Background: an optimization exercise with open tools, aiming at small area, a short achievable clock period and few clock cycles per item. Do not read the settings as production practice.
At most, simulation tests tie the RTL to the original design; equivalence was not proved.

Setup of job 3398:
==> flow/design.v (excerpt) <==
module hilo_muldiv_ctrl (
  input  logic        clk,
  input  logic        rst,
  input  logic        op_valid,
  input  logic [2:0]  op,
  input  logic [31:0] rs_data,
  input  logic [31:0] rt_data,
  input  logic        rd_req,
  input  logic        flush,
  output logic        op_ready,
  output logic        busy,
  output logic        stall,
  output logic        done,
  output logic [63:0] hilo_out
);
clock: 11.0 ns
lec_check: 0
cap_margin: 20
core_margin: 2
core_utilization: 40
slew_margin: 20
standard.sh (not shown) runs the stock make flow with config.mk's settings and CLKGATE_MAP_FILE= SYNTH_SCRIPT=/design/flow/synth_recipe.tcl, a recipe that flattens the netlist after the stock synthesis.
==> flow/flow/run.sh <==
#!/bin/bash
# The standard layout (the standard.sh: ORFS synthesis through finish, unchanged), with
# the ports buffered by buf_1 cells and timing repair aimed 5.6 ns below the clock period, at the worst endpoints only.
set -euo pipefail
bash standard.sh SETUP_SLACK_MARGIN=5.6 TNS_END_PERCENT=10 "BUFFER_PORTS_ARGS=-buffer_cell sky130_fd_sc_hd__buf_1" finish > flow_make.log 2>&1
Testbench counts of job 3398, summed over its fixed seeds: cycles 15,693, ops 3,200.
Edits applied to the flow inputs when going from job 3398 to job 7846:
--- a/flow/design.v
+++ b/flow/design.v
@@ -12,30 +12,33 @@
   output logic        stall,
   output logic        done,
   output logic [63:0] hilo_out
 );
   logic [63:0] r_hilo;
   logic        r_busy, r_mul, r_prep, r_div, r_fix, r_done;
   logic [32:0] r_x;       
   logic [31:0] r_q;       
   logic [33:0] r_acc;     
   logic [1:0]  r_cnt;     
+  logic        r_short;   
   logic [4:0]  r_dcnt;    
   logic        r_last, r_sgn, r_qneg, r_rneg, r_u;
   logic [3:0]  r_one, r_two, r_neg;   
   logic w_acc, w_is_mul, w_is_div, w_sgn_in, w_na_in_n, w_nb_in_n;
   assign w_acc     = ~r_busy & op_valid & ~flush;
   assign w_is_mul  = (op == 3'd1) | (op == 3'd2);
   assign w_is_div  = (op == 3'd3) | (op == 3'd4);
   assign w_sgn_in  = (op == 3'd1) | (op == 3'd3);
   assign w_na_in_n = (op == 3'd3) & rs_data[31];
   assign w_nb_in_n = (op == 3'd3) & rt_data[31];
+  logic w_fa;
+  assign w_fa   = w_sgn_in ? ((&rs_data[31:15]) | ~(|rs_data[31:15])) : ~(|rs_data[31:16]);
   function automatic logic [11:0] benc(input logic [8:0] b);   
     logic [3:0] one, two, neg;
     for (int m = 0; m < 4; m++) begin
       one[m] = b[2*m+1] ^ b[2*m];
       two[m] = (b[2*m+2] & ~b[2*m+1] & ~b[2*m]) | (~b[2*m+2] & b[2*m+1] & b[2*m]);
       neg[m] = b[2*m+2] & ~(b[2*m+1] & b[2*m]);
     end
     benc = {neg, two, one};
   endfunction
   logic [33:0] w_xe;
@@ -414,34 +417,36 @@
           end
         end
       end else if (w_acc) begin
         r_busy <= w_is_mul | w_is_div;
         r_mul  <= w_is_mul;
         r_prep <= w_is_div;
       end
       if (~flush) begin
         if (w_acc & (op == 3'd5)) r_hilo[63:32] <= rs_data;
         if (w_acc & (op == 3'd6)) r_hilo[31:0]  <= rs_data;
-        if (w_mfin) r_hilo <= {w_p[39:8], w_p[7:0], r_q[31:8]};
+        if (w_mfin) r_hilo <= r_short ? {{14{w_p[41]}}, w_p[41:0], r_q[31:24]}
+                                       : {w_p[39:8], w_p[7:0], r_q[31:8]};
         if (w_pfin | r_fix) r_hilo <= {w_p[31:0], r_fix ? w_nb : {32{w_bz}}};
       end
     end
   end
   always_ff @(posedge clk) begin
     if (~r_busy) begin
       r_x    <= {w_is_mul & w_sgn_in & rt_data[31], w_nb};
       r_q    <= rs_data;
       r_acc  <= {2'b0, {32{w_is_div}} & w_na};
       r_sgn  <= w_sgn_in;
       r_rneg <= w_na_in_n;
       r_qneg <= w_na_in_n ^ w_nb_in_n;
-      r_cnt  <= 2'd3;
+      r_cnt  <= w_fa ? 2'd1 : 2'd3;
+      r_short <= w_fa;
       r_last <= 1'b0;
       r_u    <= 1'b0;
       {r_neg, r_two, r_one} <= {12{w_is_mul}} & benc({rs_data[7:0], 1'b0});
     end else if (r_mul) begin
       r_q    <= {w_p[7:0], r_q[31:8]};
       r_acc  <= w_p[41:8];
       r_cnt  <= r_cnt - 2'd1;
       r_last <= (r_cnt == 2'd1);
       r_u    <= (r_cnt == 2'd1) & ~r_sgn & r_q[15];
       {r_neg, r_two, r_one} <= benc(r_q[15:7]);
Findings:
Job 7846 vs job 3398 — met2 wire length climbed by more than 10%. Taking job 7846 as 1.0, job 3398 lands at 0.77 on number of violations reported at the end of detailed-routing iteration 0. NOTE: slack of the worst reg-to-reg path in job 7846 falls short of that of job 3398. Job 3398 has a lower number of distinct library cells after synthesis than job 7846. From job 3398 to job 7846 the numbers moved as follows: sequential share of layout area moved down, global-route wire length before repair moved up, area growth from synthesis to layout moved up. Comparing total number of sequential cells for job 7846 and job 3398, the bigger number came from job 7846. Period utilization for job 7846: 0.51 points up relative to job 3398. The number of nets produced by synthesis of job 7846 exceeds that of job 3398 by 216. Taking job 3398 as the reference, in job 7846 minimum setup slack in the final design lower, post-layout instance count excluding filler cells rose 8.7%. Arrival time at the worst endpoint, job 7846 and job 3398, higher one = job 7846.
For job 7846, only the layout was checked, not whether the RTL still works.

==> static timing again, ports no longer ideal <==
The results above use ideal ports. As a check the final layouts listed here were re-extracted and re-timed, cells and wires unchanged.
Step 1 assumes that a clkbuf_16 drives the clock port and a buf_2 every other input.
Step 2, shift: input delay + t, output delay - t, t = (earliest + latest rising clock arrival at the registers) / 2. This alone moves slack from input paths to output paths.
a / b / c = ideal / step 1 / step 2; a / b = the first two.
| run | t, ns | setup slack, ns | worst data-port slew with drivers (ns) |
|---|---|---|---|
| job 3398 | 0.511 | 5.588 / 5.588 / 5.413 | 0.08 |
| job 7846 | 0.526 | 5.531 / 5.531 / 5.390 | 0.09 |
After both steps setup and hold are still met in every run listed. The setup slack of job 3398, which loses most, moves by 0.000 ns with the drivers and by -0.175 ns with both steps.
